Source: an optimization exercise on an open RTL-to-GDS flow (aim: small area, a short achievable clock period and few clock cycles per item). Production flows keep margins and buffers that such runs may drop.
The RTL was checked by simulation tests, not by an equivalence proof against the original design.
No activity file was given, so power comes from the tool's default toggle rates.

## design.v

```verilog
`default_nettype none
package gmig_pkg;
   localparam int INDEX_WIDTH = 24;
   localparam int CFG_WIDTH   = 13;
   localparam int COUNT_WIDTH = 12;
   localparam int CSR_INDEX_W = 2;
   localparam int IDX_COUNT_W = 3;
   localparam int REQ_DATA_W  = 8;
   localparam int RSP_DATA_W  = ((6 * INDEX_WIDTH + IDX_COUNT_W + 7) / 8) * 8;
   localparam int RSP_USER_W  = 2;
   typedef logic [INDEX_WIDTH-1:0] index_type;
   typedef logic [CFG_WIDTH-1:0]   cfg_type;
   typedef logic [COUNT_WIDTH-1:0] count_type;
   localparam cfg_type CFG_MAX = 13'd4096;
endpackage
`default_nettype wire
`default_nettype none
module gmig_geom (
   input  logic                             clock,
   input  logic                             reset,
   input  logic                             csr_write,
   input  logic [gmig_pkg::CSR_INDEX_W-1:0] csr_index,
   input  gmig_pkg::cfg_type                csr_wdata,
   output gmig_pkg::cfg_type                x_count,
   output gmig_pkg::cfg_type                rows,
   output gmig_pkg::cfg_type                layers,
   output logic                             x_is1,
   output logic                             r_is1,
   output logic                             l_is1,
   output logic                             geo_good,    
   output logic                             geo_ambig    
);
   function automatic logic [3:0] lg(input logic [12:0] v);
      integer i;
      lg = 4'd0;
      for (i = 1; i < 13; i = i + 1) begin
         if (v[i]) lg = i[3:0];
      end
   endfunction
   function automatic logic in_range(input logic [12:0] v);
      in_range = (v != 13'd0) && (!v[12] || (v[11:0] == 12'd0));
   endfunction
   gmig_pkg::cfg_type x_ff, r_ff, l_ff;
   logic [3:0] lgx_ff, lgr_ff, lgl_ff;
   logic       rgx_ff, rgr_ff, rgl_ff;
   logic       x1_ff, r1_ff, l1_ff;
   logic       good_ff, ambig_ff;
   logic       wx, wr, wl, wany;
   logic [3:0] w_lg, lgx_n, lgr_n, lgl_n, s_a;
   logic [4:0] pair_x, pair_r, pair_l, s_b;
   logic       w_rg, w_1, rgx_n, rgr_n, rgl_n, x1_n, r1_n, l1_n, range_n;
   logic [5:0] s_n;
   always_comb begin
      wx    = csr_write && (csr_index == 2'd0);
      wr    = csr_write && (csr_index == 2'd1);
      wl    = csr_write && (csr_index == 2'd2);
      wany  = wx || wr || wl;
      w_lg  = lg(csr_wdata);
      w_rg  = in_range(csr_wdata);
      w_1   = (csr_wdata == 13'd1);
      lgx_n = wx ? w_lg : lgx_ff;
      lgr_n = wr ? w_lg : lgr_ff;
      lgl_n = wl ? w_lg : lgl_ff;
      rgx_n = wx ? w_rg : rgx_ff;
      rgr_n = wr ? w_rg : rgr_ff;
      rgl_n = wl ? w_rg : rgl_ff;
      x1_n  = wx ? w_1 : x1_ff;
      r1_n  = wr ? w_1 : r1_ff;
      l1_n  = wl ? w_1 : l1_ff;
      range_n = rgx_n && rgr_n && rgl_n && !(r1_n && !l1_n);
      pair_x = 5'(lgr_ff) + 5'(lgl_ff);
      pair_r = 5'(lgx_ff) + 5'(lgl_ff);
      pair_l = 5'(lgx_ff) + 5'(lgr_ff);
      s_a    = wany ? w_lg : lgx_ff;
      s_b    = wr ? pair_r : (wl ? pair_l : pair_x);
      s_n    = 6'(s_a) + 6'(s_b);
   end
   always_ff @(posedge clock) begin
      if (reset) begin
         x_ff     <= 13'd2;
         r_ff     <= 13'd1;
         l_ff     <= 13'd1;
         lgx_ff   <= 4'd1;
         lgr_ff   <= 4'd0;
         lgl_ff   <= 4'd0;
         rgx_ff   <= 1'b1;
         rgr_ff   <= 1'b1;
         rgl_ff   <= 1'b1;
         x1_ff    <= 1'b0;
         r1_ff    <= 1'b1;
         l1_ff    <= 1'b1;
         good_ff  <= 1'b1;
         ambig_ff <= 1'b0;
      end else begin
         if (wx) x_ff <= csr_wdata;
         if (wr) r_ff <= csr_wdata;
         if (wl) l_ff <= csr_wdata;
         lgx_ff   <= lgx_n;
         lgr_ff   <= lgr_n;
         lgl_ff   <= lgl_n;
         rgx_ff   <= rgx_n;
         rgr_ff   <= rgr_n;
         rgl_ff   <= rgl_n;
         x1_ff    <= x1_n;
         r1_ff    <= r1_n;
         l1_ff    <= l1_n;
         good_ff  <= range_n && (s_n <= 6'd21);
         ambig_ff <= range_n && (s_n >= 6'd22) && (s_n <= 6'd24);
      end
   end
   assign x_count   = x_ff;
   assign rows      = r_ff;
   assign layers    = l_ff;
   assign x_is1     = x1_ff;
   assign r_is1     = r1_ff;
   assign l_is1     = l1_ff;
   assign geo_good  = good_ff;
   assign geo_ambig = ambig_ff;
endmodule
`default_nettype wire
`default_nettype none
module grid_mesh_index_generator_unit (
   input  logic                              clock,
   input  logic                              reset,
   input  logic                              req_tvalid,
   output logic                              req_tready,
   input  logic [gmig_pkg::REQ_DATA_W-1:0]   req_tdata,    
   output logic                              rsp_tvalid,
   input  logic                              rsp_tready,
   output logic [gmig_pkg::RSP_DATA_W-1:0]   rsp_tdata,
   output logic [gmig_pkg::RSP_USER_W-1:0]   rsp_tuser,    
   output logic                              rsp_tlast,
   input  logic                              csr_valid,
   output logic                              csr_ready,
   input  logic [gmig_pkg::CSR_INDEX_W-1:0]  csr_index,
   input  gmig_pkg::cfg_type                 csr_wdata
);
   typedef logic [23:0] idx_t;
   typedef logic [11:0] cnt_t;
   gmig_pkg::cfg_type x, rows, layers;
   logic geo_good, geo_ambig;
   logic csr_hit;
   assign csr_ready = 1'b1;
   assign csr_hit   = csr_valid && (csr_index != 2'd3);
   gmig_geom u_geom (
      .clock     (clock),
      .reset     (reset),
      .csr_write (csr_hit),
      .csr_index (csr_index),
      .csr_wdata (csr_wdata),
      .x_count   (x),
      .rows      (rows),
      .layers    (layers),
      .x_is1     (x_is1),
      .r_is1     (r_is1),
      .l_is1     (l_is1),
      .geo_good  (geo_good),
      .geo_ambig (geo_ambig)
   );
   logic x_is1, r_is1, l_is1;
   idx_t ra, rc, q_ff;
   logic [12:0] e_ff;
   cnt_t kc, rcn, lc;
   logic k_last, r_last, l_last1, l_last2;
   logic half_ff, first_ff;
   logic ph_line, ph_cell, ph_fb, ph_lr;     
   logic rsp_valid_ff, st_exh_ff, st_bad_ff, cnt1_ff, cnt2_ff, last_ff;
   logic chk_run, chk_stage, chk_xfer, chk_fin, exact_done, exact_ok;
   logic [3:0] chk_idx;
   logic [2:0] ext_ff;
   logic stall, take, restart;
   assign stall      = geo_ambig && !exact_done;
   assign req_tready = !stall && (!rsp_valid_ff || rsp_tready);
   assign take       = req_tvalid && req_tready;
   assign restart    = req_tdata[0];
   logic ok;
   assign ok = geo_good || (geo_ambig && exact_ok);
   logic active;
   assign active = ph_line || ph_cell || ph_fb || ph_lr;
   logic [12:0] xp1, xm1;
   assign xp1 = x + 13'd1;
   assign xm1 = x - 13'd1;
   idx_t delta;
   logic cin;
   logic ent, cap_q;
   cnt_t kc_s, rc_s, lc_s;
   logic half_s;
   logic s_line, s_cell, s_fb, s_lr;
   logic chk_bit;
   assign chk_bit = chk_stage ? layers[chk_idx] : rows[chk_idx];
   always_comb begin
      delta  = '0;
      cin    = 1'b1;
      ent    = 1'b0;
      cap_q  = 1'b0;
      kc_s   = kc;
      rc_s   = rcn;
      lc_s   = lc;
      half_s = half_ff;
      s_line = ph_line;
      s_cell = ph_cell;
      s_fb   = ph_fb;
      s_lr   = ph_lr;
      if (ph_line) begin
         kc_s = kc - 12'd1;
      end else if (ph_cell) begin
         if (!k_last) begin
            kc_s = kc - 12'd1;
         end else if (!r_last) begin
            kc_s  = x[11:0];
            rc_s  = rcn - 12'd1;
            delta = 24'd1;
         end else if (!l_last1) begin
            kc_s  = x[11:0];
            rc_s  = rows[11:0];
            lc_s  = lc - 12'd1;
            delta = 24'(xp1);
            cap_q = first_ff;
         end else begin
            ent    = 1'b1;
            kc_s   = x[11:0];
            lc_s   = layers[11:0];
            half_s = 1'b0;
            s_cell = 1'b0;
            s_fb   = 1'b1;
         end
      end else if (ph_fb) begin
         if (!half_ff) begin
            half_s = 1'b1;
            delta  = q_ff;
         end else if (!k_last) begin
            half_s = 1'b0;
            kc_s   = kc - 12'd1;
            delta  = ~q_ff;
         end else if (!l_last2) begin
            half_s = 1'b0;
            kc_s   = x[11:0];
            lc_s   = lc - 12'd1;
            delta  = 24'd1;
         end else begin
            ent    = 1'b1;
            rc_s   = rows[11:0];
            lc_s   = layers[11:0];
            half_s = 1'b0;
            s_fb   = 1'b0;
            s_lr   = 1'b1;
         end
      end else begin   
         if (!half_ff) begin
            half_s = 1'b1;
            delta  = 24'(xm1);
            cin    = 1'b0;
         end else if (!r_last) begin
            half_s = 1'b0;
            rc_s   = rcn - 12'd1;
         end else begin
            half_s = 1'b0;
            rc_s   = rows[11:0];
            lc_s   = lc - 12'd1;
            delta  = 24'(x);
         end
      end
      if (chk_run) begin
         delta = (chk_xfer || !chk_bit) ? '0 : (chk_stage ? q_ff : 24'(x));
         cin   = 1'b0;
      end
   end
   idx_t base_a, op_a, base_c, op_c, sum_c;
   logic cin_a, cin_c;
   logic [24:0] sum_a;
   always_comb begin
      base_a = ra;
      op_a   = delta;
      cin_a  = cin;
      if (chk_run) begin
         base_a = chk_xfer ? '0 : {ra[22:0], 1'b0};
      end
      base_c = ent ? q_ff : rc;
      op_c   = ent ? 24'(x) : delta;
      cin_c  = ent ? 1'b1 : cin;
   end
   assign sum_a = 25'(base_a) + 25'(op_a) + 25'(cin_a);
   assign sum_c = base_c + op_c + 24'(cin_c);
   logic st_line, st_cell, st_lr, st_empty;
   idx_t a_n, c_n;
   cnt_t kc_n, rc_n, lc_n;
   logic half_n, n_line, n_cell, n_fb, n_lr, resp_ok, resp_exh, fin;
   logic kl_n, rl_n, ll1_n, ll2_n;
   always_comb begin
      st_line  = r_is1 && l_is1 && !x_is1;
      st_cell  = !x_is1 && !r_is1;
      st_lr    = x_is1 && !l_is1;
      st_empty = !(st_line || st_cell || st_lr);
      if (restart) begin
         a_n    = '0;
         c_n    = 24'(x_is1 ? rows : x);
         kc_n   = x[11:0];
         rc_n   = rows[11:0];
         lc_n   = layers[11:0];
         half_n = 1'b0;
         n_line = st_line;
         n_cell = st_cell;
         n_fb   = 1'b0;
         n_lr   = st_lr;
         resp_exh = st_empty;
      end else begin
         a_n    = ent ? '0 : sum_a[23:0];
         c_n    = sum_c;
         kc_n   = kc_s;
         rc_n   = rc_s;
         lc_n   = lc_s;
         half_n = half_s;
         n_line = s_line;
         n_cell = s_cell;
         n_fb   = s_fb;
         n_lr   = s_lr;
         resp_exh = !active;
      end
      resp_ok = ok && !resp_exh;
      kl_n  = (kc_n == 12'd2);
      rl_n  = (rc_n == 12'd2);
      ll1_n = (lc_n == 12'd1);
      ll2_n = (lc_n == 12'd2);
      fin = (n_line && kl_n)
         || (n_cell && l_is1 && kl_n && rl_n)
         || (n_lr && half_n && rl_n && ll2_n);
   end
   always_ff @(posedge clock) begin
      if (reset) begin
         rsp_valid_ff <= 1'b0;
      end else if (take) begin
         rsp_valid_ff <= 1'b1;
      end else if (rsp_tready) begin
         rsp_valid_ff <= 1'b0;
      end
   end
   always_ff @(posedge clock) begin
      if (reset || csr_hit) begin
         ph_line <= 1'b0;
         ph_cell <= 1'b0;
         ph_fb   <= 1'b0;
         ph_lr   <= 1'b0;
      end else if (take) begin
         ph_line <= resp_ok && !fin && n_line;
         ph_cell <= resp_ok && !fin && n_cell;
         ph_fb   <= resp_ok && !fin && n_fb;
         ph_lr   <= resp_ok && !fin && n_lr;
      end
   end
   always_ff @(posedge clock) begin
      if (take) begin
         rc        <= (resp_ok && !n_line) ? c_n : '0;
         kc        <= kc_n;
         rcn       <= rc_n;
         lc        <= lc_n;
         k_last    <= kl_n;
         r_last    <= rl_n;
         l_last1   <= ll1_n;
         l_last2   <= ll2_n;
         half_ff   <= half_n;
         st_bad_ff <= !ok;
         st_exh_ff <= ok && resp_exh;
         cnt1_ff   <= resp_ok;
         cnt2_ff   <= resp_ok && !n_line;
         last_ff   <= resp_ok && fin;
      end
   end
   always_ff @(posedge clock) begin
      if (take) begin
         ra <= resp_ok ? a_n : '0;
      end else if (chk_run) begin
         ra <= sum_a[23:0];
      end
   end
   always_ff @(posedge clock) begin
      if (take) begin
         e_ff <= resp_ok ? (n_lr ? x : 13'd1) : 13'd0;
      end else if (chk_run) begin
         e_ff <= 13'd0;
      end
   end
   always_ff @(posedge clock) begin
      if (take) begin
         first_ff <= restart ? 1'b1 : (first_ff && !cap_q);
      end
   end
   idx_t ob, od;
   assign ob = ra + 24'(e_ff);
   assign od = rc + 24'({e_ff[12:1], e_ff[0] & cnt2_ff});
   always_ff @(posedge clock) begin
      if (take && !restart && cap_q) begin
         q_ff <= ob;
      end else if (chk_run && chk_xfer) begin
         q_ff <= ob;    
      end
   end
   logic [2:0] ext_n, ext_tot;
   logic       cout_ff;
   assign ext_n   = {ext_ff[1:0], ra[23]} + {1'b0, cout_ff, 1'b0};
   assign ext_tot = ext_ff + 3'(cout_ff);
   always_ff @(posedge clock) begin
      if (reset || csr_hit) begin
         chk_run    <= 1'b0;
         chk_fin    <= 1'b0;
         exact_done <= 1'b0;
         exact_ok   <= 1'b0;
      end else if (chk_fin) begin
         chk_fin    <= 1'b0;
         exact_done <= 1'b1;
         exact_ok   <= (ext_tot == 3'd0) || ((ext_tot == 3'd1) && (ra == '0));
      end else if (!chk_run) begin
         if (stall && !rsp_valid_ff && !exact_done) begin
            chk_run   <= 1'b1;
            chk_stage <= 1'b0;
            chk_xfer  <= 1'b1;
            chk_idx   <= 4'd12;
            ext_ff    <= 3'd0;
            cout_ff   <= 1'b0;
         end
      end else if (chk_xfer) begin
         chk_xfer <= 1'b0;
         cout_ff  <= 1'b0;
         if (ext_tot != 3'd0) begin
            chk_run    <= 1'b0;
            exact_done <= 1'b1;
            exact_ok   <= 1'b1;
         end
      end else begin
         ext_ff  <= ext_n;
         cout_ff <= sum_a[24];
         chk_idx <= chk_idx - 4'd1;
         if (chk_idx == 4'd0) begin
            if (!chk_stage) begin
               chk_stage <= 1'b1;
               chk_xfer  <= 1'b1;
               chk_idx   <= 4'd12;
            end else begin
               chk_run <= 1'b0;
               chk_fin <= 1'b1;
            end
         end
      end
   end
   assign rsp_tvalid = rsp_valid_ff;
   assign rsp_tdata  = {5'd0, cnt2_ff, cnt1_ff, 1'b0,
                        ob & {24{cnt2_ff}}, rc, od, rc, ob, ra};
   assign rsp_tuser  = {st_bad_ff, st_exh_ff};
   assign rsp_tlast  = last_ff;
endmodule
`default_nettype wire
```

## constraint.sdc

```tcl
create_clock -name core_clock -period 8.0 [get_ports {clock}]
set_input_delay 1.6000 -clock core_clock [delete_from_list [all_inputs] [get_ports {clock}]]
set_output_delay 1.6000 -clock core_clock [all_outputs]
set_load 0.01 [all_outputs]
```

## run.sh

```bash
#!/bin/bash
# synth_recipe.tcl (not shown) runs the flow's synth.tcl, then flattens the netlist and writes it again
# the make line also repeats each setting of config.mk as NAME=value (left out here)
make -C /OpenROAD-flow-scripts/flow DESIGN_CONFIG=/design/flow/config.mk WORK_HOME=/design/flow/orfs CLKGATE_MAP_FILE= SYNTH_SCRIPT=/design/flow/synth_recipe.tcl finish
```

## config.mk

```make
export PLATFORM = sky130hd
export DESIGN_NAME = grid_mesh_index_generator_unit
export DESIGN_NICKNAME = grid_mesh_index_generator_unit
export VERILOG_FILES = /design/flow/design.v
export SDC_FILE = /design/flow/constraint.sdc
export NUM_CORES = 4
export LEC_CHECK = 0
export ABC_AREA = 1
export CAP_MARGIN = 20
export CORE_MARGIN = 2
export CORE_UTILIZATION = 40
export CTS_BUF_LIST = sky130_fd_sc_hd__clkbuf_4 sky130_fd_sc_hd__clkbuf_8
export PLACE_DENSITY = 0.6
export SETUP_SLACK_MARGIN = 3.0
export SLEW_MARGIN = 20
```

==> results of run 1 <==
where the power goes:
group / leakage (nW) / total (mW) / switching, mW / internal [mW]
registers: 1.94 / 1.37 / 0.110 / 1.26
clock network: 0.504 / 1.27 / 0.549 / 0.721
logic: 7.33 / 1.29 / 0.767 / 0.528
total: 9.78 / 3.94 / 1.43 / 2.51
final cells by class:
type | instances | area [um^2]
Timing Repair inverter | 1 | 5.00
Clock inverter | 19 | 201
Tap cell | 600 | 751
Inverter | 325 | 1270
Sequential cell | 210 | 5630
Multi-Input combinational cell | 1996 | 11200
Timing Repair Buffer | 281 | 2470
Fill cell | 4505 | 22900
Clock buffer | 61 | 758
repair_timing:
action	CTS	global route
setup endpoints to repair	60	67
gates resized for setup	128	87
setup buffers	43	48
pin swaps	27	33
gates cloned	3	0
registers in the layout, indices dropped and copies added (netlist names), 13 cells and up:
name,count
ra,24
e_ff,13
rc,24
u_geom.x_ff,13
q_ff,24
u_geom.l_ff,13
u_geom.r_ff,13
path summary, 6_finish.rpt:
check | startpoint | to | depth (start not counted)
min reg2reg | ph_lr | ph_lr | 2
max | e_ff[0] | rsp_tdata[90] | 20
max reg2reg | ph_cell | rc[16] | 22
min | ph_lr | ph_lr | 2
placed cells by master, fill, tap and decap left out, types with 18 or more instances in the layout:
cell type	instances
sky130_fd_sc_hd__ha_1	82
sky130_fd_sc_hd__dfxtp_1	68
sky130_fd_sc_hd__clkbuf_8	48
sky130_fd_sc_hd__buf_4	104
sky130_fd_sc_hd__o211ai_1	28
sky130_fd_sc_hd__inv_1	292
sky130_fd_sc_hd__nor3_1	27
sky130_fd_sc_hd__o22ai_1	45
sky130_fd_sc_hd__nor2_1	198
sky130_fd_sc_hd__xor2_1	34
sky130_fd_sc_hd__nand4_1	18
sky130_fd_sc_hd__o21ai_1	26
sky130_fd_sc_hd__nand2_1	585
sky130_fd_sc_hd__nand2_2	20
sky130_fd_sc_hd__o21ai_0	264
sky130_fd_sc_hd__edfxtp_1	142
sky130_fd_sc_hd__clkdlybuf4s50_1	130
sky130_fd_sc_hd__nand3_1	132
sky130_fd_sc_hd__a21oi_1	313
metrics by stage:
stage          worst slack (ps)  hold WS, ps
6_report                   3000          466
5_1_grt                    2810          510
4_1_cts                    2800          465
3_5_place_dp               2320          456
3_3_place_gp               2300          433
2_1_floorplan              3230          421
worst max-delay path: cells and delay by family (launching register included):
family                   cells  cell delay (ps)
buffers and inverters        5              510
AND/OR/NAND/NOR              7              550
XOR/XNOR                     1              130
adder cells (fa/ha/maj)      2              480
AO/OA/AOI/OAI                5              700
flip-flops                   1              360
cells by family (layout without fill, tap and decap cells):
family	after synthesis	after routing	synth area share, %
AOI/OAI and AO/OA	772	773	23.4
xor gates and xnor gates	60	60	2.88
adders and majority gates	100	100	7.24
buffers and inverters	463	687	10.8
DFF	210	210	30.9
other	2	7	0.0412
and+or+nand+nor	1055	1056	24.8
per-layer routing:
metal	share of wire, %	GRT usage, %	vias up
met2	41	41.8	1102
met4	3.5	11.3	0
met5	0	1.77	-
met3	11	6.78	160
met1	44	41.6	9296
li1	-	-	9409
==> out/results.txt, run 1 <==
crit path time final = 5000 ps
starting density of the core = 40.3%
share of synthesized registers carrying an async set or reset = 0%
core box area = 45200 um^2
Worst VDD drop = 0.000128 V
register-to-register path setup slack = 3300 ps
transition time at the pin with the least slew margin = 1120 ps
drt total wl = 70800 um
Rows = 78
final setup vio count = 0
share of cells above drive strength 1 = 12.9%
largest buffer count on any clock path = 3
total power draw = 3.94 mW
CP Launch Type = register
summed instance area of the synthesized netlist = 18200 um^2
area after detailed placement = 20100 um^2
clock input transition at the sequential cells of the worst setup and hold paths = 60 ps
final hold violation count = 0
die boundary height = 217 um
critical-path maximum fanout = 3
result of the run = no timing/DRC/antenna violations
global-route wire length before repair = 106000 um
insertion delay to the later sink of the worst-skew pair = 640 ps
predominant post-synthesis flop cell = sky130_fd_sc_hd__edfxtp_1
via count of the first global-routing pass = 18261
average routed wire per standard cell = 20.3 um
final net count = 2986
post-route ant nets = 0
largest net degree at the start of global routing = 72
aggregate global routing overflow = 0
Yosys warning count = 2
horizontal die dimension = 217 um
RePlAce Congestion = 0.950
reported max-cap violation count = 0
maximum operating frequency = 0.200 GHz
Max Transition Viols Final = 0
detail-routed via count per cell = 5.72
most area-hungry cell type in the Yosys netlist = sky130_fd_sc_hd__edfxtp_1
clk_skew = 51.0 ps
type of the setup path with the least slack = register to primary output
Max-Slew Margin vs Limit = 25.0%
clk sinks = 210
slowest stage delay, CP = 360 ps
Avg Inst Size Synth = 6.85 um^2
CTS tree = built
number of antenna cells inserted = 0
number of synthesized flops with an enable pin = 142
data arrival at the endpoint of the critical path = 3400 ps
path type of the worst min-delay path = register to register
P&R area growth vs syn = 22.4%
Die ar. = 47300 um^2
share of the clock period used by the worst path after layout = 62.5%
hold bufs inserted after CTS = 0
required time of the critical path = 6400 ps
number of placed instances with taps included = 3319
cell-by-cell trace of the critical path = buf_6, nand2_8, inv_4, ha_4, inv_2, fa_2, o21ai_4, a31oi_4, o21ai_2, a21boi_2, o21ai_2, nand2_1, nand2_1, nand2_2, nor2_4, nand2_4, buf_4, nor2_4, xor2_1, buf_2
HPWL Detailed = 50500 um
number of remaining DRC errors = 0
top cell type's share of synthesized area = 23.4%
router iterations before antenna repair = 8
sequential area share after synthesis = 30.9%
synth top area cells = sky130_fd_sc_hd__edfxtp_1, sky130_fd_sc_hd__nand2_1, sky130_fd_sc_hd__a21oi_1
Inserted Clock Buffers = 43
Starting DRT DRC Count = 2368
top cells by instance count after synthesis = sky130_fd_sc_hd__nand2_1, sky130_fd_sc_hd__a21oi_1, sky130_fd_sc_hd__inv_1, sky130_fd_sc_hd__o21ai_0, sky130_fd_sc_hd__nor2_1
antenna violations before repair = 1
cell count after synthesis = 2662
fin util = 49.4%
Netlist cell types = 68
Layout Cells excl Fill = 3493
most common cell in the synthesized netlist = sky130_fd_sc_hd__nand2_1
Static Leakage = 9.78 nW
Critical Path Sink Type = primary output
pwr/cell area = 176 nW/um^2
total I/O pin count = 186
total global routing track utilization = 29.1%
Seq cells post-synth = 210
cell with the biggest individual delay on the critical path = sky130_fd_sc_hd__edfxtp_1
htree depth = 2
TNS Setup = 0 ps
PortBufs = 171
final non-filler cell area = 22300 um^2
total via count in the routed design = 19967
RSZ-0062 raised after global routing = true
cell chosen for the clock root = sky130_fd_sc_hd__clkbuf_8
Testbench counts, summed over its fixed seeds: cycles 23,230, items 23,024.
==> inputs of run 2 (changes only) <==
==> flow/run.sh (new file) <==
#!/bin/bash
# The standard layout, with the port buffers that ORFS inserts made from plain
# buf_2 cells instead of its default pick (a slow delay buffer).
set -euo pipefail
export BUFFER_PORTS_ARGS="-buffer_cell sky130_fd_sc_hd__buf_2"
bash standard.sh finish > standard_flow.log 2>&1
==> standard.sh (new file) <==
#!/bin/bash
# synth_recipe.tcl (not shown) runs the flow's synth.tcl, then flattens the netlist and writes it again
# the make line also repeats each setting of config.mk as NAME=value (left out here)
make -C /OpenROAD-flow-scripts/flow DESIGN_CONFIG=/design/flow/config.mk WORK_HOME=/design/flow/orfs CLKGATE_MAP_FILE= SYNTH_SCRIPT=/design/flow/synth_recipe.tcl "${@:-finish}"
--- a/config.mk
+++ b/config.mk
@@ -11,5 +11,5 @@
 export CORE_UTILIZATION = 40
 export CTS_BUF_LIST = sky130_fd_sc_hd__clkbuf_4 sky130_fd_sc_hd__clkbuf_8
 export PLACE_DENSITY = 0.6
-export SETUP_SLACK_MARGIN = 3.0
+export SETUP_SLACK_MARGIN = 4.0
 export SLEW_MARGIN = 20
removed: run.sh
==> run 2 against run 1 <==
Compared with the run above: worst setup slack worse by 150 ps; still clean; combinational power is 22% higher; non-clock buffer count is 147 higher; critical path type unchanged; largest cell class unchanged.
==> out/results.txt, run 2 <==
starting density of the core = 40.3% (unchanged)
summed instance area of the synthesized netlist = 18200 um^2 (unchanged)
share of cells above drive strength 1 = 29.5% (was 12.9%)
CP Launch Type = register (unchanged)
RePlAce Congestion = 0.947 (was 0.950)
data arrival at the endpoint of the critical path = 3540 ps (was 3400 ps)
insertion delay to the later sink of the worst-skew pair = 650 ps (was 640 ps)
crit path time final = 5140 ps (was 5000 ps)
clk sinks = 210 (unchanged)
final non-filler cell area = 24500 um^2 (was 22300 um^2)
top cells by instance count after synthesis = sky130_fd_sc_hd__nand2_1, sky130_fd_sc_hd__a21oi_1, sky130_fd_sc_hd__inv_1, sky130_fd_sc_hd__o21ai_0, sky130_fd_sc_hd__nor2_1 (unchanged)
pwr/cell area = 167 nW/um^2 (was 176 nW/um^2)
total via count in the routed design = 20843 (was 19967)
aggregate global routing overflow = 0 (unchanged)
type of the setup path with the least slack = register to primary output (unchanged)
total global routing track utilization = 29.7% (was 29.1%)
largest net degree at the start of global routing = 72 (unchanged)
Max Transition Viols Final = 0 (unchanged)
most area-hungry cell type in the Yosys netlist = sky130_fd_sc_hd__edfxtp_1 (unchanged)
via count of the first global-routing pass = 18484 (was 18261)
Critical Path Most Common Cell = sky130_fd_sc_hd__nand2_2
path type of the worst min-delay path = register to register (unchanged)
cell chosen for the clock root = sky130_fd_sc_hd__clkbuf_8 (unchanged)
Seq cells post-synth = 210 (unchanged)
Max-Slew Margin vs Limit = 31.3% (was 25.0%)
Yosys warning count = 2 (unchanged)
final net count = 3135 (was 2986)
maximum operating frequency = 0.194 GHz (was 0.200 GHz)
average routed wire per standard cell = 20.7 um (was 20.3 um)
number of antenna cells inserted = 0 (unchanged)
reported max-cap violation count = 0 (unchanged)
number of remaining DRC errors = 0 (unchanged)
final hold violation count = 0 (unchanged)
slowest stage delay, CP = 420 ps (was 360 ps)
RSZ-0062 raised after global routing = true (unchanged)
antenna violations before repair = 1 (unchanged)
predominant post-synthesis flop cell = sky130_fd_sc_hd__edfxtp_1 (unchanged)
Critical Path Sink Type = primary output (unchanged)
post-route ant nets = 0 (unchanged)
Starting DRT DRC Count = 2540 (was 2368)
total I/O pin count = 186 (unchanged)
required time of the critical path = 6400 ps (about the same)
largest buffer count on any clock path = 3 (unchanged)
cell-by-cell trace of the critical path = buf_6, buf_6, ha_4, fa_2, nand3_2, nand2_2, nand3_2, nand2_2, nand2_2, nand2_4, nand2_4, nand2_4, nand3_2, nand2_2, nand2_2, a21oi_4, nand4_4, nor3_2, xor2_1, nor2_1, buf_2 (was buf_6, nand2_8, inv_4, ha_4, inv_2, fa_2, o21ai_4, a31oi_4, o21ai_2, a21boi_2, o21ai_2, nand2_1, nand2_1, nand2_2, nor2_4, nand2_4, buf_4, nor2_4, xor2_1, buf_2)
TNS Setup = 0 ps (unchanged)
Die ar. = 47300 um^2 (unchanged)
share of synthesized registers carrying an async set or reset = 0% (unchanged)
commonest non-fill, non-tap cell in the layout = sky130_fd_sc_hd__nand2_1 (unchanged)
share of the clock period used by the worst path after layout = 64.3% (was 62.5%)
number of synthesized flops with an enable pin = 142 (unchanged)
PortBufs = 171 (unchanged)
htree depth = 2 (unchanged)
Worst VDD drop = 0.000131 V (was 0.000128 V)
sequential area share after synthesis = 30.9% (unchanged)
horizontal die dimension = 217 um (unchanged)
clk_skew = 46.0 ps (was 51.0 ps)
detail-routed via count per cell = 5.73 (was 5.72)
Rows = 78 (unchanged)
transition time at the pin with the least slew margin = 1030 ps (was 1120 ps)
P&R area growth vs syn = 34.4% (was 22.4%)
commonest non-fill, non-tap cells in the layout = sky130_fd_sc_hd__nand2_1, sky130_fd_sc_hd__inv_1, sky130_fd_sc_hd__a21oi_1 (was sky130_fd_sc_hd__nand2_1, sky130_fd_sc_hd__a21oi_1, sky130_fd_sc_hd__inv_1)
drt total wl = 75300 um (was 70800 um)
synth top area cells = sky130_fd_sc_hd__edfxtp_1, sky130_fd_sc_hd__nand2_1, sky130_fd_sc_hd__a21oi_1 (unchanged)
area after detailed placement = 19400 um^2 (was 20100 um^2)
critical-path maximum fanout = 4 (was 3)
cell count after synthesis = 2662 (unchanged)
Crit path buffers/inverters = 3 (was 5)
largest registers = q_ff x24, ra x24, rc x24 (unchanged)
core box area = 45200 um^2 (unchanged)
Inserted Clock Buffers = 42 (was 43)
Avg Inst Size Synth = 6.85 um^2 (unchanged)
crit-path leading delay family = simple AND/OR/NAND/NOR gates (was compound AO/OA/AOI/OAI gates)
result of the run = no timing/DRC/antenna violations (unchanged)
cell with the biggest individual delay on the critical path = sky130_fd_sc_hd__edfxtp_1 (unchanged)
CTS tree = built (unchanged)
HPWL Detailed = 50000 um (was 50500 um)
most common cell in the synthesized netlist = sky130_fd_sc_hd__nand2_1 (unchanged)
final setup vio count = 0 (unchanged)
clock input transition at the sequential cells of the worst setup and hold paths = 60 ps (about the same)
Static Leakage = 10.9 nW (was 9.78 nW)
top cell type's share of synthesized area = 23.4% (unchanged)
global-route wire length before repair = 108000 um (was 106000 um)
router iterations before antenna repair = 7 (was 8)
die boundary height = 217 um (unchanged)
Netlist cell types = 68 (unchanged)
-- run 2: metal layers --
metal / up-vias / part of all wire, % / global-route usage (%)
met2: 1175 / 43 / 43.7
met5: - / 0 / 0
met3: 185 / 11 / 7.06
met4: 0 / 3.4 / 9.79
li1: 9713 / - / -
met1: 9770 / 43 / 42.6
-- run 2: tightest hold or removal path, stage by stage (launching register included) --
cell	delay, ps
sky130_fd_sc_hd__dfxtp_1	310
sky130_fd_sc_hd__inv_1	50
sky130_fd_sc_hd__a21oi_1	50
-- run 2: power by group --
part / total, mW / switching, mW / internal [mW] / leakage, nW
clock: 1.15 / 0.533 / 0.617 / 0.452
sequential: 1.37 / 0.115 / 1.26 / 1.94
combinational: 1.57 / 0.900 / 0.669 / 8.48
-- run 2: logic make-up after synthesis --
kind of cell               synth area share (%)
xor gates and xnor gates                   2.88
DFF                                        30.9
AOI/OAI and AO/OA                          23.4
buffers and inverters                      10.8
adders and majority gates                  7.24
other                                    0.0412
and+or+nand+nor                            24.8
-- run 2: cell type report --
cell class / count / area [um^2]
Clock buffer: 59 / 712
Fill cell: 4215 / 20700
Inverter: 325 / 1340
Timing Repair inverter: 5 / 33.8
Tap cell: 600 / 751
Multi-Input combinational cell: 1995 / 12600
Sequential cell: 210 / 5640
Timing Repair Buffer: 428 / 3310
Clock inverter: 18 / 135
-- run 2: final timing paths --
path	start	to	slack, ps	depth (start not counted)
setup / recovery	e_ff[0]	rsp_tdata[140]	2860	21
hold / removal	exact_ok	exact_ok	460	2
setup reg to reg	half_ff	rc[10]	3780	27
hold reg to reg	exact_ok	exact_ok	460	2
-- run 2: what timing repair did --
action	4_1_cts	5_1_grt
gates resized for setup	281	284
setup endpoints to repair	125	120
gates cloned	6	2
hold buffers	0	0
pin swaps	97	151
setup buffers	130	105
-- run 2: stage by stage --
step	hold slack [ps]	std cells	total power, mW	utilization [%]	worst slack, ps
after floorplan	421	2667	2.07	-	3680
after CTS	450	3533	3.82	49.8	2910
after detailed placement	438	3320	2.42	42.9	2760
final	457	3640	4.09	54.2	2860
after global placement	435	3320	2.40	42.9	2760
after global routing	472	3640	4.28	54.2	2770
==> inputs of run 3 (changes only) <==
--- a/config.mk
+++ b/config.mk
@@ -11,5 +11,6 @@
 export CORE_UTILIZATION = 40
 export CTS_BUF_LIST = sky130_fd_sc_hd__clkbuf_4 sky130_fd_sc_hd__clkbuf_8
 export PLACE_DENSITY = 0.6
-export SETUP_SLACK_MARGIN = 4.0
+export SETUP_SLACK_MARGIN = 3.0
 export SLEW_MARGIN = 20
+export TNS_END_PERCENT = 5
==> run 3 against run 2 <==
Compared with the run above: still clean; register-to-register slack got worse by 610 ps; sequential share of layout area grew 4.0 points; area after synthesis did not move; fmax up 2.2%; final cell count is 5.4% lower; clock power about the same; core utilization fell by 8.1 points; worst hold slack better by 6.2 ps; total power down 10%; largest cell class unchanged; highest routed layer unchanged.
==> out/results.txt, run 3 <==
Rows = 78 (unchanged)
P&R area growth vs syn = 14.4% (was 34.4%)
type of the setup path with the least slack = register to primary output (unchanged)
share of cells above drive strength 1 = 15.5% (was 29.5%)
largest registers = q_ff x24, ra x24, rc x24 (unchanged)
most common cell in the synthesized netlist = sky130_fd_sc_hd__nand2_1 (unchanged)
summed instance area of the synthesized netlist = 18200 um^2 (unchanged)
power share of the clock group = 32.0% (was 28.1%)
clock input transition at the sequential cells of the worst setup and hold paths = 60 ps (about the same)
transition time at the pin with the least slew margin = 1070 ps (was 1030 ps)
Seq cells post-synth = 210 (unchanged)
commonest non-fill, non-tap cells in the layout = sky130_fd_sc_hd__nand2_1, sky130_fd_sc_hd__a21oi_1, sky130_fd_sc_hd__inv_1 (was sky130_fd_sc_hd__nand2_1, sky130_fd_sc_hd__inv_1, sky130_fd_sc_hd__a21oi_1)
largest net degree at the start of global routing = 72 (unchanged)
Max Transition Viols Final = 0 (unchanged)
global-route wire length before repair = 104000 um (was 108000 um)
power share of the combinational group = 30.7% (was 38.3%)
Netlist cell types = 68 (unchanged)
starting density of the core = 40.3% (unchanged)
Inserted Clock Buffers = 40 (was 42)
data arrival at the endpoint of the critical path = 3430 ps (was 3540 ps)
TNS Setup = 0 ps (unchanged)
number of remaining DRC errors = 0 (unchanged)
Static Leakage = 9.44 nW (was 10.9 nW)
HPWL Detailed = 50000 um (about the same)
final setup vio count = 0 (unchanged)
number of antenna cells inserted = 0 (unchanged)
largest buffer count on any clock path = 3 (unchanged)
Net Switching = 1.36 mW (was 1.55 mW)
via count of the first global-routing pass = 17712 (was 18484)
clk sinks = 210 (unchanged)
die boundary height = 217 um (unchanged)
Avg Inst Size Synth = 6.85 um^2 (unchanged)
pwr/cell area = 176 nW/um^2 (was 167 nW/um^2)
total via count in the routed design = 19583 (was 20843)
number of synthesized flops with an enable pin = 142 (unchanged)
antenna violations before repair = 0 (was 1)
RePlAce Congestion = 0.935 (was 0.947)
reported max-cap violation count = 0 (unchanged)
top cell type's share of synthesized area = 23.4% (unchanged)
Die ar. = 47300 um^2 (unchanged)
horizontal die dimension = 217 um (unchanged)
internal power summed over all cells = 2.31 mW (was 2.55 mW)
switching share of power = 37.1% (was 37.8%)
predominant post-synthesis flop cell = sky130_fd_sc_hd__edfxtp_1 (unchanged)
total power draw = 3.67 mW (was 4.09 mW)
synth top area cells = sky130_fd_sc_hd__edfxtp_1, sky130_fd_sc_hd__nand2_1, sky130_fd_sc_hd__a21oi_1 (unchanged)
detail-routed via count per cell = 5.69 (was 5.73)
final net count = 2938 (was 3135)
CP Launch Type = register (unchanged)
maximum operating frequency = 0.199 GHz (was 0.194 GHz)
most area-hungry cell type in the Yosys netlist = sky130_fd_sc_hd__edfxtp_1 (unchanged)
share of synthesized registers carrying an async set or reset = 0% (unchanged)
clk_skew = 35.1 ps (was 46.0 ps)
aggregate global routing overflow = 0 (unchanged)
path type of the worst min-delay path = register to register (unchanged)
PortBufs = 171 (unchanged)
required time of the critical path = 6400 ps (about the same)
final hold violation count = 0 (unchanged)
drt total wl = 69400 um (was 75300 um)
RSZ-0062 raised after global routing = true (unchanged)
Critical Path Sink Type = primary output (unchanged)
cell chosen for the clock root = sky130_fd_sc_hd__clkbuf_8 (unchanged)
Starting DRT DRC Count = 2449 (was 2540)
CTS tree = built (unchanged)
Max-Slew Margin vs Limit = 28.5% (was 31.3%)
commonest non-fill, non-tap cell in the layout = sky130_fd_sc_hd__nand2_1 (unchanged)
core box area = 45200 um^2 (unchanged)
Yosys warning count = 2 (unchanged)
sequential area share after synthesis = 30.9% (unchanged)
router iterations before antenna repair = 7 (unchanged)
register share of total power = 37.3% (was 33.6%)
result of the run = no timing/DRC/antenna violations (unchanged)
critical-path maximum fanout = 4 (unchanged)
average routed wire per standard cell = 20.2 um (was 20.7 um)
crit path time final = 5030 ps (was 5140 ps)
total I/O pin count = 186 (unchanged)
share of the clock period used by the worst path after layout = 62.9% (was 64.3%)
hold bufs inserted after CTS = 0 (unchanged)
Worst VDD drop = 0.000117 V (was 0.000131 V)
top cells by instance count after synthesis = sky130_fd_sc_hd__nand2_1, sky130_fd_sc_hd__a21oi_1, sky130_fd_sc_hd__inv_1, sky130_fd_sc_hd__o21ai_0, sky130_fd_sc_hd__nor2_1 (unchanged)
cell count after synthesis = 2662 (unchanged)
total global routing track utilization = 28.4% (was 29.7%)
post-route ant nets = 0 (unchanged)
htree depth = 2 (unchanged)
insertion delay to the later sink of the worst-skew pair = 620 ps (was 650 ps)
## run 3: cell counts after synthesis
No cell type changed its count.
## run 3: cells by family after synthesis
family | share of synthesized area, %
buffers and inverters | 10.8
flip-flops | 30.9
XOR/XNOR | 2.88
AO/OA/AOI/OAI | 23.4
adder cells (fa/ha/maj) | 7.24
AND/OR/NAND/NOR | 24.8
other | 0.0412
## run 3: path summary, 6_finish.rpt
path / startpoint / end / slack [ps] / depth (start not counted)
setup / recovery: e_ff[6] / rsp_tdata[133] / 2970 / 13
hold / removal: exact_ok / exact_ok / 460 / 2
setup reg to reg: chk_stage / rc[16] / 3170 / 27
hold reg to reg: exact_ok / exact_ok / 460 / 2
## run 3: stage by stage
stage | cell area, um^2 | worst slack (ps) | instances | hold slack (ps) | utilization [%]
after global routing | 20900 | 2780 | 3442 | 486 | 46.1
after CTS | 20500 | 2920 | 3419 | 466 | 45.3
after floorplan | 18300 | 3230 | 2667 | 421 | -
after global placement | 19300 | 2390 | 3319 | 435 | 42.7
after detailed placement | 19300 | 2330 | 3319 | 458 | 42.7
final | 20900 | 2970 | 3442 | 463 | 46.1
## run 3: timing repair
action,4_1_cts,5_1_grt
cloned,2,2
resized for setup,25,51
setup buffers,24,21
pin swaps,13,13
setup endpoints to repair,42,51
## run 3: layout make-up
| cell class | count | area, um^2 |
|---|---|---|
| Timing Repair Buffer | 235 | 1370 |
| Inverter | 325 | 1270 |
| Timing Repair inverter | 2 | 10.0 |
| Fill cell | 4578 | 24300 |
| Clock inverter | 14 | 126 |
| Tap cell | 600 | 751 |
| Clock buffer | 60 | 732 |
| Multi-Input combinational cell | 1996 | 11000 |
| Sequential cell | 210 | 5630 |
## run 3: metal layers
metal  up-vias  track usage (%)  part of all wire (%)
li1       9314                -                     -
met1      9129             42.5                    46
met5         -                0                     0
met2      1001             41.4                    42
met4         0             9.32                   2.9
met3       139             4.28                   9.8
## run 3: power by group through the flow
stage | clock network, mW | logic (mW) | registers, mW
final | 1.17 | 1.12 | 1.37
after detailed placement | 0 | 1.03 | 1.38
after floorplan | 0 | 0.713 | 1.35
after CTS | 1.19 | 1.07 | 1.36
after global placement | 0 | 1.02 | 1.38
after global routing | 1.24 | 1.24 | 1.37
## run 3: worst max-delay path: stages, from the launching register on
cell and delay, ps:
sky130_fd_sc_hd__edfxtp_1 530, sky130_fd_sc_hd__ha_1 400, sky130_fd_sc_hd__nand2_1 120, sky130_fd_sc_hd__nor2_1 70
sky130_fd_sc_hd__a211oi_2 190, sky130_fd_sc_hd__o31ai_2 120, sky130_fd_sc_hd__a21boi_2 200, sky130_fd_sc_hd__o21ai_2 90
sky130_fd_sc_hd__a21boi_2 240, sky130_fd_sc_hd__buf_4 160, sky130_fd_sc_hd__xor2_1 250, sky130_fd_sc_hd__inv_1 100
sky130_fd_sc_hd__nor2_1 180, sky130_fd_sc_hd__buf_2 170
==> inputs of run 4 (changes only) <==
--- a/config.mk
+++ b/config.mk
@@ -10,6 +10,7 @@
 export CORE_MARGIN = 2
 export CORE_UTILIZATION = 40
 export CTS_BUF_LIST = sky130_fd_sc_hd__clkbuf_4 sky130_fd_sc_hd__clkbuf_8
+export GPL_TIMING_DRIVEN = 0
 export PLACE_DENSITY = 0.6
 export SETUP_SLACK_MARGIN = 3.0
 export SLEW_MARGIN = 20
==> run 4 against run 3 <==
Compared with the run above: combinational power is 4% higher; final cell count is 3.1% higher; synthesized cell count stayed put; sequential share of layout area is 0.66 points lower; clock skew is 24 ps higher; non-clock buffer count is 108 higher; die area stayed put; global-route usage is 3.2 points higher.
==> out/results.txt, run 4 <==
result of the run = no timing/DRC/antenna violations (unchanged)
starting density of the core = 40.3% (unchanged)
area after detailed placement = 20000 um^2 (was 19300 um^2)
HPWL Detailed = 58700 um (was 50000 um)
total via count in the routed design = 20180 (was 19583)
number of synthesized flops with an enable pin = 142 (unchanged)
total global routing track utilization = 31.6% (was 28.4%)
Max-Slew Margin vs Limit = 35.6% (was 28.5%)
most area-hungry cell type in the Yosys netlist = sky130_fd_sc_hd__edfxtp_1 (unchanged)
final net count = 3042 (was 2938)
sequential area share after synthesis = 30.9% (unchanged)
worst hold slack after final layout = 450 ps (was 463 ps)
average routed wire per standard cell = 21.5 um (was 20.2 um)
clock input transition at the sequential cells of the worst setup and hold paths = 60 ps (about the same)
most common cell in the synthesized netlist = sky130_fd_sc_hd__nand2_1 (unchanged)
aggregate global routing overflow = 0 (unchanged)
Die ar. = 47300 um^2 (unchanged)
share of synthesized registers carrying an async set or reset = 0% (unchanged)
detail-routed via count per cell = 5.69 (about the same)
top cell type's share of synthesized area = 23.4% (unchanged)
drt total wl = 76300 um (was 69400 um)
cell count after synthesis = 2662 (unchanged)
fin util = 47.3% (was 46.1%)
critical-path maximum fanout = 4 (unchanged)
CP Launch Type = register (unchanged)
Max Transition Viols Final = 0 (unchanged)
largest buffer count on any clock path = 3 (unchanged)
global routing's busiest layer = met2 (was met1)
PortBufs = 170 (was 171)
maximum operating frequency = 0.195 GHz (was 0.199 GHz)
share of the clock period used by the worst path after layout = 64.2% (was 62.9%)
Rows = 78 (unchanged)
top cells by instance count after synthesis = sky130_fd_sc_hd__nand2_1, sky130_fd_sc_hd__a21oi_1, sky130_fd_sc_hd__inv_1, sky130_fd_sc_hd__o21ai_0, sky130_fd_sc_hd__nor2_1 (unchanged)
reported max-cap violation count = 0 (unchanged)
die boundary height = 217 um (unchanged)
synth top area cells = sky130_fd_sc_hd__edfxtp_1, sky130_fd_sc_hd__nand2_1, sky130_fd_sc_hd__a21oi_1 (unchanged)
share of cells above drive strength 1 = 16.0% (was 15.5%)
type of the setup path with the least slack = register to primary output (unchanged)
largest registers = q_ff x24, ra x24, rc x24 (unchanged)
horizontal die dimension = 217 um (unchanged)
number of remaining DRC errors = 0 (unchanged)
post-route ant nets = 0 (unchanged)
largest net degree at the start of global routing = 35 (was 72)
total I/O pin count = 186 (unchanged)
total power draw = 3.74 mW (was 3.67 mW)
Yosys warning count = 2 (unchanged)
required time of the critical path = 6400 ps (about the same)
hold bufs inserted after CTS = 0 (unchanged)
predominant post-synthesis flop cell = sky130_fd_sc_hd__edfxtp_1 (unchanged)
clk_skew = 59.1 ps (was 35.1 ps)
summed instance area of the synthesized netlist = 18200 um^2 (unchanged)
final setup vio count = 0 (unchanged)
Static Leakage = 9.77 nW (was 9.44 nW)
path type of the worst min-delay path = register to register (unchanged)
global-route wire length before repair = 114000 um (was 104000 um)
transition time at the pin with the least slew margin = 966 ps (was 1070 ps)
commonest non-fill, non-tap cell in the layout = sky130_fd_sc_hd__nand2_1 (unchanged)
Netlist cell types = 68 (unchanged)
via count of the first global-routing pass = 18621 (was 17712)
RePlAce Congestion = 0.983 (was 0.935)
Critical Path Sink Type = primary output (unchanged)
core box area = 45200 um^2 (unchanged)
Inserted Clock Buffers = 40 (unchanged)
P&R area growth vs syn = 17.2% (was 14.4%)
Global Route met2 Usage = 46.4% (was 41.4%)
RSZ-0062 raised after global routing = true (unchanged)
final non-filler cell area = 21400 um^2 (was 20900 um^2)
insertion delay to the later sink of the worst-skew pair = 650 ps (was 620 ps)
TNS Setup = 0 ps (unchanged)
clk sinks = 210 (unchanged)
Seq cells post-synth = 210 (unchanged)
met1 track utilization from global routing = 45.6% (was 42.5%)
CTS tree = built (unchanged)
commonest non-fill, non-tap cells in the layout = sky130_fd_sc_hd__nand2_1, sky130_fd_sc_hd__a21oi_1, sky130_fd_sc_hd__inv_1 (unchanged)
Avg Inst Size Synth = 6.85 um^2 (unchanged)
router iterations before antenna repair = 6 (was 7)
crit path time final = 5130 ps (was 5030 ps)
htree depth = 2 (unchanged)
cell chosen for the clock root = sky130_fd_sc_hd__clkbuf_8 (unchanged)
antenna violations before repair = 3 (was 0)
met3 GRT Util = 7.27% (was 4.28%)
Worst VDD drop = 0.000109 V (was 0.000117 V)
Starting DRT DRC Count = 2428 (was 2449)
data arrival at the endpoint of the critical path = 3530 ps (was 3430 ps)
final hold violation count = 0 (unchanged)
pwr/cell area = 175 nW/um^2 (was 176 nW/um^2)
run 4: cell types whose count changed in the layout (fill, tap and decap cells not counted), sizes merged:
cell	before	now
diode	0	2
buf	234	284
clkinv	17	22
clkbuf	61	111
inv	310	317
clkinvlp	12	5
nor2	224	223
a21oi	323	322
bufinv	2	3
run 4: kinds of logic (layout without fill, tap and decap cells):
family | Yosys count | in the layout | share of synthesized area, %
AO/OA/AOI/OAI | 772 | 772 | 23.4
XOR/XNOR | 60 | 60 | 2.88
adder cells (fa/ha/maj) | 100 | 100 | 7.24
buffers and inverters | 463 | 742 | 10.8
flip-flops | 210 | 210 | 30.9
other | 2 | 9 | 0.0412
AND/OR/NAND/NOR | 1055 | 1055 | 24.8
run 4: cell type report:
type / count / area [um^2]
diodes: 2 / 5.00
plain buffers: 138 / 737
clock buffers: 52 / 672
clock inverters: 22 / 209
fillers: 4660 / 23800
inverters: 325 / 1240
multi-input cells: 1994 / 10900
flip-flops and latches: 210 / 5630
well taps: 600 / 751
repair buffers: 205 / 1190
run 4: worst max-delay path, stage by stage (launching register included):
cell and delay [ps]:
sky130_fd_sc_hd__edfxtp_1 580, sky130_fd_sc_hd__ha_4 310, sky130_fd_sc_hd__a21oi_1 150, sky130_fd_sc_hd__nor2_1 80, sky130_fd_sc_hd__a211oi_1 250, sky130_fd_sc_hd__o31ai_2 150
sky130_fd_sc_hd__a21boi_2 260, sky130_fd_sc_hd__o21ai_2 110, sky130_fd_sc_hd__a21boi_2 250, sky130_fd_sc_hd__nor2_2 90, sky130_fd_sc_hd__nand3_1 110, sky130_fd_sc_hd__xor2_1 320
sky130_fd_sc_hd__inv_1 120, sky130_fd_sc_hd__buf_2 160
run 4: repair_timing:
action,in CTS,in global routing
endpoints found under the setup margin,29,50
buffers inserted,23,8
pin swaps,17,14
gates resized for setup,37,28
run 4: worst paths after layout:
kind / start / depth (start not counted) / to / slack (ps)
setup / recovery: e_ff[4] / 13 / rsp_tdata[43] / 2870
hold / removal: exact_ok / 2 / exact_ok / 450
setup reg to reg: u_geom.r_ff[0] / 25 / ra[21] / 3060
hold reg to reg: exact_ok / 2 / exact_ok / 450
run 4: routing by layer:
| layer | vias to the layer above | share of wire (%) | routed length [um] |
|---|---|---|---|
| li1 | 9496 | - | - |
| met1 | 9493 | 45 | 33900 |
| met2 | 1046 | 42 | 32000 |
| met3 | 145 | 11 | 8330 |
| met4 | 0 | 2.7 | 2040 |
| met5 | - | 0 | 0 |
run 4: power by group:
group | leakage [nW] | internal (mW) | switching (mW)
clock network | 0.456 | 0.657 | 0.549
logic | 7.37 | 0.409 | 0.753
registers | 1.94 | 1.26 | 0.108
run 4: metrics by stage:
step,cells,setup slack (ps)
global placement,3437,1690
CTS,3538,2910
finish,3548,2870
floorplan,2667,3230
global route,3547,2770
detailed placement,3441,2340
==> inputs of run 5 (changes only) <==
--- a/config.mk
+++ b/config.mk
@@ -10,8 +10,6 @@
 export CORE_MARGIN = 2
 export CORE_UTILIZATION = 40
 export CTS_BUF_LIST = sky130_fd_sc_hd__clkbuf_4 sky130_fd_sc_hd__clkbuf_8
-export GPL_TIMING_DRIVEN = 0
 export PLACE_DENSITY = 0.6
 export SETUP_SLACK_MARGIN = 3.0
 export SLEW_MARGIN = 20
-export TNS_END_PERCENT = 5
==> run 5 against run 4 <==
Compared with the run above: die area stayed put; worst hold slack improved by 13 ps; global-route usage down 3.2 points; critical endpoint is now rsp_tdata[135]; via count fell by 2.7%; synthesized cell count unchanged; register-to-register slack improved by 190 ps; largest power group unchanged; area after synthesis is the same; first-iteration DRC count grew 3.6%; routed wire length decreased by 8.6%; clock power is essentially flat; non-clock buffer count fell by 97; still clean.
==> out/results.txt, run 5 <==
transition time at the pin with the least slew margin = 1070 ps (was 966 ps)
horizontal die dimension = 217 um (unchanged)
internal power summed over all cells = 2.32 mW (about the same)
RSZ-0062 raised after global routing = true (unchanged)
most common cell in the synthesized netlist = sky130_fd_sc_hd__nand2_1 (unchanged)
share of cells above drive strength 1 = 16.5% (was 16.0%)
starting density of the core = 40.3% (unchanged)
result of the run = no timing/DRC/antenna violations (unchanged)
largest registers = q_ff x24, ra x24, rc x24 (unchanged)
post-route ant nets = 0 (unchanged)
cell chosen for the clock root = sky130_fd_sc_hd__clkbuf_8 (unchanged)
CP Launch Type = register (unchanged)
average routed wire per standard cell = 20.2 um (was 21.5 um)
antenna violations before repair = 0 (was 3)
power share of the clock group = 31.9% (was 32.3%)
reported max-cap violation count = 0 (unchanged)
most area-hungry cell type in the Yosys netlist = sky130_fd_sc_hd__edfxtp_1 (unchanged)
Worst VDD drop = 0.000116 V (was 0.000109 V)
slowest stage delay, CP = 560 ps (was 580 ps)
total via count in the routed design = 19639 (was 20180)
HPWL Detailed = 50000 um (was 58700 um)
PortBufs = 171 (was 170)
clk sinks = 210 (unchanged)
cell count after synthesis = 2662 (unchanged)
top cells by instance count after synthesis = sky130_fd_sc_hd__nand2_1, sky130_fd_sc_hd__a21oi_1, sky130_fd_sc_hd__inv_1, sky130_fd_sc_hd__o21ai_0, sky130_fd_sc_hd__nor2_1 (unchanged)
TNS Setup = 0 ps (unchanged)
power share of the combinational group = 31.0% (was 31.1%)
predominant post-synthesis flop cell = sky130_fd_sc_hd__edfxtp_1 (unchanged)
final hold violation count = 0 (unchanged)
number of antenna cells inserted = 0 (was 2)
clock input transition at the sequential cells of the worst setup and hold paths = 60 ps (about the same)
total power draw = 3.69 mW (was 3.74 mW)
RePlAce Congestion = 0.935 (was 0.983)
share of synthesized registers carrying an async set or reset = 0% (unchanged)
number of synthesized flops with an enable pin = 142 (unchanged)
die boundary height = 217 um (unchanged)
commonest non-fill, non-tap cell in the layout = sky130_fd_sc_hd__nand2_1 (unchanged)
Inserted Clock Buffers = 40 (unchanged)
Net Switching = 1.37 mW (was 1.41 mW)
number of remaining DRC errors = 0 (unchanged)
clk_skew = 33.9 ps (was 59.1 ps)
Critical Path Sink Type = primary output (unchanged)
htree depth = 2 (unchanged)
final setup vio count = 0 (unchanged)
Max-Slew Margin vs Limit = 28.5% (was 35.6%)
pwr/cell area = 175 nW/um^2 (about the same)
CTS tree = built (unchanged)
sequential area share after synthesis = 30.9% (unchanged)
Avg Inst Size Synth = 6.85 um^2 (unchanged)
total I/O pin count = 186 (unchanged)
Die ar. = 47300 um^2 (unchanged)
drt total wl = 69700 um (was 76300 um)
final net count = 2949 (was 3042)
Max Transition Viols Final = 0 (unchanged)
cell-by-cell trace of the critical path = ha_4, a21oi_2, nor2_1, a211oi_2, o31ai_2, a21boi_2, o21ai_2, a21boi_2, buf_4, nor3_1, xor2_1, nor2_1, buf_2 (was ha_4, a21oi_1, nor2_1, a211oi_1, o31ai_2, a21boi_2, o21ai_2, a21boi_2, nor2_2, nand3_1, xor2_1, inv_1, buf_2)
switching share of power = 37.2% (was 37.8%)
total global routing track utilization = 28.4% (was 31.6%)
register share of total power = 37.1% (was 36.6%)
crit path time final = 4980 ps (was 5130 ps)
detail-routed via count per cell = 5.69 (about the same)
global-route wire length before repair = 104000 um (was 114000 um)
Netlist cell types = 68 (unchanged)
Starting DRT DRC Count = 2515 (was 2428)
cell with the biggest individual delay on the critical path = sky130_fd_sc_hd__edfxtp_1 (unchanged)
hold bufs inserted after CTS = 0 (unchanged)
core box area = 45200 um^2 (unchanged)
Yosys warning count = 2 (unchanged)
top cell type's share of synthesized area = 23.4% (unchanged)
type of the setup path with the least slack = register to primary output (unchanged)
required time of the critical path = 6400 ps (about the same)
path type of the worst min-delay path = register to register (unchanged)
largest buffer count on any clock path = 3 (unchanged)
critical-path maximum fanout = 4 (unchanged)
Static Leakage = 9.51 nW (was 9.77 nW)
Crit path buffers/inverters = 2 (unchanged)
data arrival at the endpoint of the critical path = 3380 ps (was 3530 ps)
Seq cells post-synth = 210 (unchanged)
commonest non-fill, non-tap cells in the layout = sky130_fd_sc_hd__nand2_1, sky130_fd_sc_hd__a21oi_1, sky130_fd_sc_hd__inv_1 (unchanged)
maximum operating frequency = 0.201 GHz (was 0.195 GHz)
insertion delay to the later sink of the worst-skew pair = 620 ps (was 650 ps)
summed instance area of the synthesized netlist = 18200 um^2 (unchanged)
router iterations before antenna repair = 6 (unchanged)
synth top area cells = sky130_fd_sc_hd__edfxtp_1, sky130_fd_sc_hd__nand2_1, sky130_fd_sc_hd__a21oi_1 (unchanged)
crit-path leading delay family = compound AO/OA/AOI/OAI gates (unchanged)
via count of the first global-routing pass = 17730 (was 18621)
register-to-register path setup slack = 3250 ps (was 3060 ps)
P&R area growth vs syn = 15.6% (was 17.2%)
aggregate global routing overflow = 0 (unchanged)
Rows = 78 (unchanged)
share of the clock period used by the worst path after layout = 62.2% (was 64.2%)
largest net degree at the start of global routing = 72 (was 35)
-- run 5: through the flow --
| step | std cells | utilization (%) | hold WS, ps | instance area (um^2) | worst slack [ps] |
|---|---|---|---|---|---|
| after floorplan | 2667 | - | 421 | 18300 | 3230 |
| after global placement | 3319 | 42.7 | 435 | 19300 | 2390 |
| after detailed placement | 3319 | 42.7 | 458 | 19300 | 2330 |
| after CTS | 3426 | 45.4 | 466 | 20500 | 2920 |
| after global routing | 3453 | 46.6 | 486 | 21100 | 2880 |
| final | 3453 | 46.6 | 463 | 21100 | 3020 |
-- run 5: area by class of cell --
type | count | area [um^2]
clock buffers | 60 | 732
well taps | 600 | 751
repair inverters | 2 | 10.0
flip-flops and latches | 210 | 5630
repair buffers | 246 | 1460
inverters | 325 | 1270
fillers | 4562 | 24100
clock inverters | 14 | 126
multi-input cells | 1996 | 11100
-- run 5: final timing paths --
kind	start	end	cells after the start
setup / recovery	e_ff[4]	rsp_tdata[135]	13
hold / removal	exact_ok	exact_ok	2
setup reg to reg	chk_stage	rc[16]	27
hold reg to reg	exact_ok	exact_ok	2
-- run 5: repair_timing --
action,in CTS,in global routing
pin swaps,17,22
setup buffers,31,25
gates resized for setup,31,78
setup endpoints to repair,42,48
cloned,2,2
-- run 5: kinds of logic after synthesis --
family | synth area share [%]
simple gates | 24.8
compound gates | 23.4
buf+inv | 10.8
flops | 30.9
fa+ha+maj | 7.24
xor+xnor | 2.88
other cells | 0.0412
-- run 5: power by group through the flow --
stage	Clock [mW]	Sequential, mW	Combinational (mW)
5_1_grt	1.24	1.38	1.26
6_report	1.18	1.37	1.15
2_1_floorplan	0	1.35	0.713
4_1_cts	1.19	1.36	1.08
3_3_place_gp	0	1.38	1.02
3_5_place_dp	0	1.38	1.03
-- run 5: tightest hold or removal path, stage by stage (launching register included) --
cell and delay, ps:
sky130_fd_sc_hd__dfxtp_1 310, sky130_fd_sc_hd__inv_1 50, sky130_fd_sc_hd__a21oi_1 60
-- run 5: layer usage --
metal  global-route usage, %  vias to the layer above  wire length, um
met3                    4.34                      152             6710
met4                    9.38                        0             2170
met5                       0                        -                0
met2                    41.4                     1035            29200
met1                    42.6                     9129            31600
li1                        -                     9323                -
==> inputs of run 6 (changes only) <==
==> flow/run.sh (replaced) <==
#!/bin/bash
# The standard layout, with the port buffers that ORFS inserts made from plain
# buf_1 cells instead of its default pick (a slow delay buffer).
set -euo pipefail
export BUFFER_PORTS_ARGS="-buffer_cell sky130_fd_sc_hd__buf_1"
bash standard.sh finish > standard_flow.log 2>&1
--- a/config.mk
+++ b/config.mk
@@ -13,3 +13,4 @@
 export PLACE_DENSITY = 0.6
 export SETUP_SLACK_MARGIN = 3.0
 export SLEW_MARGIN = 20
+export TNS_END_PERCENT = 5
==> run 6 against run 5 <==
Compared with the run above: clock-buffer cell count is 3 higher; critical path depth is 5 higher; highest routed layer unchanged; final area is 2.8% lower; worst setup slack worse by 150 ps; fmax is 2.9% lower; core utilization is 1.3 points lower; critical path type unchanged.
==> out/results.txt, run 6 <==
clk sinks = 210 (unchanged)
via count of the first global-routing pass = 17577 (was 17730)
most common cell in the synthesized netlist = sky130_fd_sc_hd__nand2_1 (unchanged)
Crit path buffers/inverters = 2 (unchanged)
global-route wire length before repair = 103000 um (was 104000 um)
Inserted Clock Buffers = 41 (was 40)
critical-path maximum fanout = 4 (unchanged)
Die ar. = 47300 um^2 (unchanged)
power share of the combinational group = 29.1% (was 31.0%)
switching share of power = 37.3% (was 37.2%)
type of the setup path with the least slack = register to primary output (unchanged)
total I/O pin count = 186 (unchanged)
cell count after synthesis = 2662 (unchanged)
detail-routed via count per cell = 5.70 (was 5.69)
die boundary height = 217 um (unchanged)
top cells by instance count after synthesis = sky130_fd_sc_hd__nand2_1, sky130_fd_sc_hd__a21oi_1, sky130_fd_sc_hd__inv_1, sky130_fd_sc_hd__o21ai_0, sky130_fd_sc_hd__nor2_1 (unchanged)
clock input transition at the sequential cells of the worst setup and hold paths = 60 ps (about the same)
post-layout worst setup margin = 2870 ps (was 3020 ps)
required time of the critical path = 6400 ps (about the same)
crit-path leading delay family = simple AND/OR/NAND/NOR gates (was compound AO/OA/AOI/OAI gates)
final non-filler cell area = 20500 um^2 (was 21100 um^2)
drt total wl = 69000 um (was 69700 um)
Hold Crit Start = exact_ok (unchanged)
area taken by flip-flops and latches = 5630 um^2 (unchanged)
Yosys warning count = 2 (unchanged)
share of cells above drive strength 1 = 8.81% (was 16.5%)
cell-by-cell trace of the critical path = ha_4, a21oi_1, nand2_1, nand3_1, nand2_2, nand2_1, nand2_2, nand2_1, nand2_2, nand3_1, nand2_1, nand2_2, a21oi_4, nand4_2, nor3_2, xor2_1, inv_1, buf_2 (was ha_4, a21oi_2, nor2_1, a211oi_2, o31ai_2, a21boi_2, o21ai_2, a21boi_2, buf_4, nor3_1, xor2_1, nor2_1, buf_2)
area after detailed placement = 19100 um^2 (was 19300 um^2)
Starting DRT DRC Count = 2055 (was 2515)
average routed wire per standard cell = 20.1 um (was 20.2 um)
cell chosen for the clock root = sky130_fd_sc_hd__clkbuf_8 (unchanged)
reported max-cap violation count = 0 (unchanged)
Critical Path Sink Type = primary output (unchanged)
Max Transition Viols Final = 0 (unchanged)
maximum operating frequency = 0.195 GHz (was 0.201 GHz)
core box area = 45200 um^2 (unchanged)
Avg Inst Size Synth = 6.85 um^2 (unchanged)
data arrival at the endpoint of the critical path = 3530 ps (was 3380 ps)
horizontal die dimension = 217 um (unchanged)
power share of the clock group = 33.3% (was 31.9%)
htree depth = 2 (unchanged)
clk_skew = 37.0 ps (was 33.9 ps)
post-placement worst setup slack = 2310 ps (was 2330 ps)
final hold violation count = 0 (unchanged)
TNS Setup = 0 ps (unchanged)
Rows = 78 (unchanged)
slowest stage delay, CP = 550 ps (was 560 ps)
result of the run = no timing/DRC/antenna violations (unchanged)
Net Switching = 1.36 mW (was 1.37 mW)
aggregate global routing overflow = 0 (unchanged)
largest buffer count on any clock path = 3 (unchanged)
internal power summed over all cells = 2.29 mW (was 2.32 mW)
top cell type's share of synthesized area = 23.4% (unchanged)
starting density of the core = 40.3% (unchanged)
RSZ-0062 raised after global routing = true (unchanged)
CP Launch Type = register (unchanged)
number of synthesized flops with an enable pin = 142 (unchanged)
total global routing track utilization = 28.2% (was 28.4%)
total via count in the routed design = 19507 (was 19639)
Worst VDD drop = 0.000125 V (was 0.000116 V)
RePlAce Congestion = 0.964 (was 0.935)
largest net degree at the start of global routing = 67 (was 72)
register share of total power = 37.6% (was 37.1%)
CTS tree = built (unchanged)
largest registers = q_ff x24, ra x24, rc x24 (unchanged)
commonest non-fill, non-tap cell in the layout = sky130_fd_sc_hd__nand2_1 (unchanged)
share of synthesized registers carrying an async set or reset = 0% (unchanged)
insertion delay to the later sink of the worst-skew pair = 630 ps (was 620 ps)
commonest non-fill, non-tap cells in the layout = sky130_fd_sc_hd__nand2_1, sky130_fd_sc_hd__a21oi_1, sky130_fd_sc_hd__inv_1 (unchanged)
antenna violations before repair = 0 (unchanged)
worst hold slack after final layout = 453 ps (was 463 ps)
==> run 6: worst reg2reg max path, stage by stage (launching register included) <==
cell and delay (ps):
sky130_fd_sc_hd__edfxtp_1 340, sky130_fd_sc_hd__buf_6 360, sky130_fd_sc_hd__nand2_2 280, sky130_fd_sc_hd__inv_1 310
sky130_fd_sc_hd__nand2_1 240, sky130_fd_sc_hd__nor2_4 250, sky130_fd_sc_hd__inv_1 140, sky130_fd_sc_hd__o21ai_0 170
sky130_fd_sc_hd__o21ai_0 130, sky130_fd_sc_hd__o22ai_2 290, sky130_fd_sc_hd__nand2_1 100, sky130_fd_sc_hd__o21ai_0 110
sky130_fd_sc_hd__ha_1 330, sky130_fd_sc_hd__a21oi_1 240, sky130_fd_sc_hd__o21ai_0 150, sky130_fd_sc_hd__nand2_1 90
sky130_fd_sc_hd__o211ai_1 110, sky130_fd_sc_hd__a31oi_1 260, sky130_fd_sc_hd__o21ai_0 170, sky130_fd_sc_hd__nand3_1 100
sky130_fd_sc_hd__nand2_1 100, sky130_fd_sc_hd__nand3_1 80, sky130_fd_sc_hd__nand2_1 60, sky130_fd_sc_hd__o21ai_0 150
sky130_fd_sc_hd__a21oi_1 60
==> run 6: layout make-up <==
class / instances / area share, %
inverter: 325 / 6.13
clock inverter: 12 / 0.629
multi-input combinational: 1996 / 53.3
sequential: 210 / 27.5
clock buffer: 63 / 3.77
timing repair buffer: 219 / 5.03
tap: 600 / 3.66
==> run 6: kinds of logic (layout without fill, tap and decap cells) <==
logic type      Yosys count  in the layout  share of synthesized area [%]
compound gates          772            773                           23.4
other cells               2              7                         0.0412
buf+inv                 463            619                           10.8
simple gates           1055           1056                           24.8
fa+ha+maj               100            100                           7.24
flops                   210            210                           30.9
xor+xnor                 60             60                           2.88
==> run 6: worst paths after layout <==
check                  end  slack, ps  depth (start not counted)
min reg2reg       exact_ok        450                          2
max reg2reg         rc[16]       3110                         24
min               exact_ok        450                          2
max          rsp_tdata[44]       2870                         18
==> run 6: layer usage <==
| metal | wire length [um] | part of all wire (%) | track usage (%) |
|---|---|---|---|
| met2 | 28700 | 42 | 41.1 |
| met4 | 2170 | 3.2 | 9.70 |
| met1 | 30700 | 45 | 40.8 |
| met3 | 7360 | 11 | 6.29 |
| met5 | 0 | 0 | 0 |
==> run 6: power by group through the flow <==
stage	logic (mW)	registers [mW]	clock network [mW]
2_1_floorplan	0.713	1.35	0
3_3_place_gp	0.986	1.39	0
3_5_place_dp	0.999	1.39	0
4_1_cts	1.02	1.36	1.23
5_1_grt	1.18	1.38	1.28
6_report	1.06	1.37	1.22
==> run 6: repair_timing <==
item                                    4_1_cts  5_1_grt
resized for setup                            26       41
setup buffers                                12       18
cloned                                        2        0
endpoints found under the setup margin       47       53
pin swaps                                     5        9
==> run 6: stage by stage <==
stage               std cells  utilization, %  total power [mW]
CTS                      3407            44.6              3.62
detailed placement       3318            42.2              2.39
floorplan                2667               -              2.06
finish                   3425            45.3              3.65
global placement         3318            42.2              2.37
global route             3425            45.3              3.83

Check on run 6: ideal ports give 2.875 ns setup slack; a clkbuf_16 on the clock port and buf_2 on the inputs give 2.821 ns; moving port delays by the midpoint clock arrival (0.669 ns) as well gives 2.686 ns.
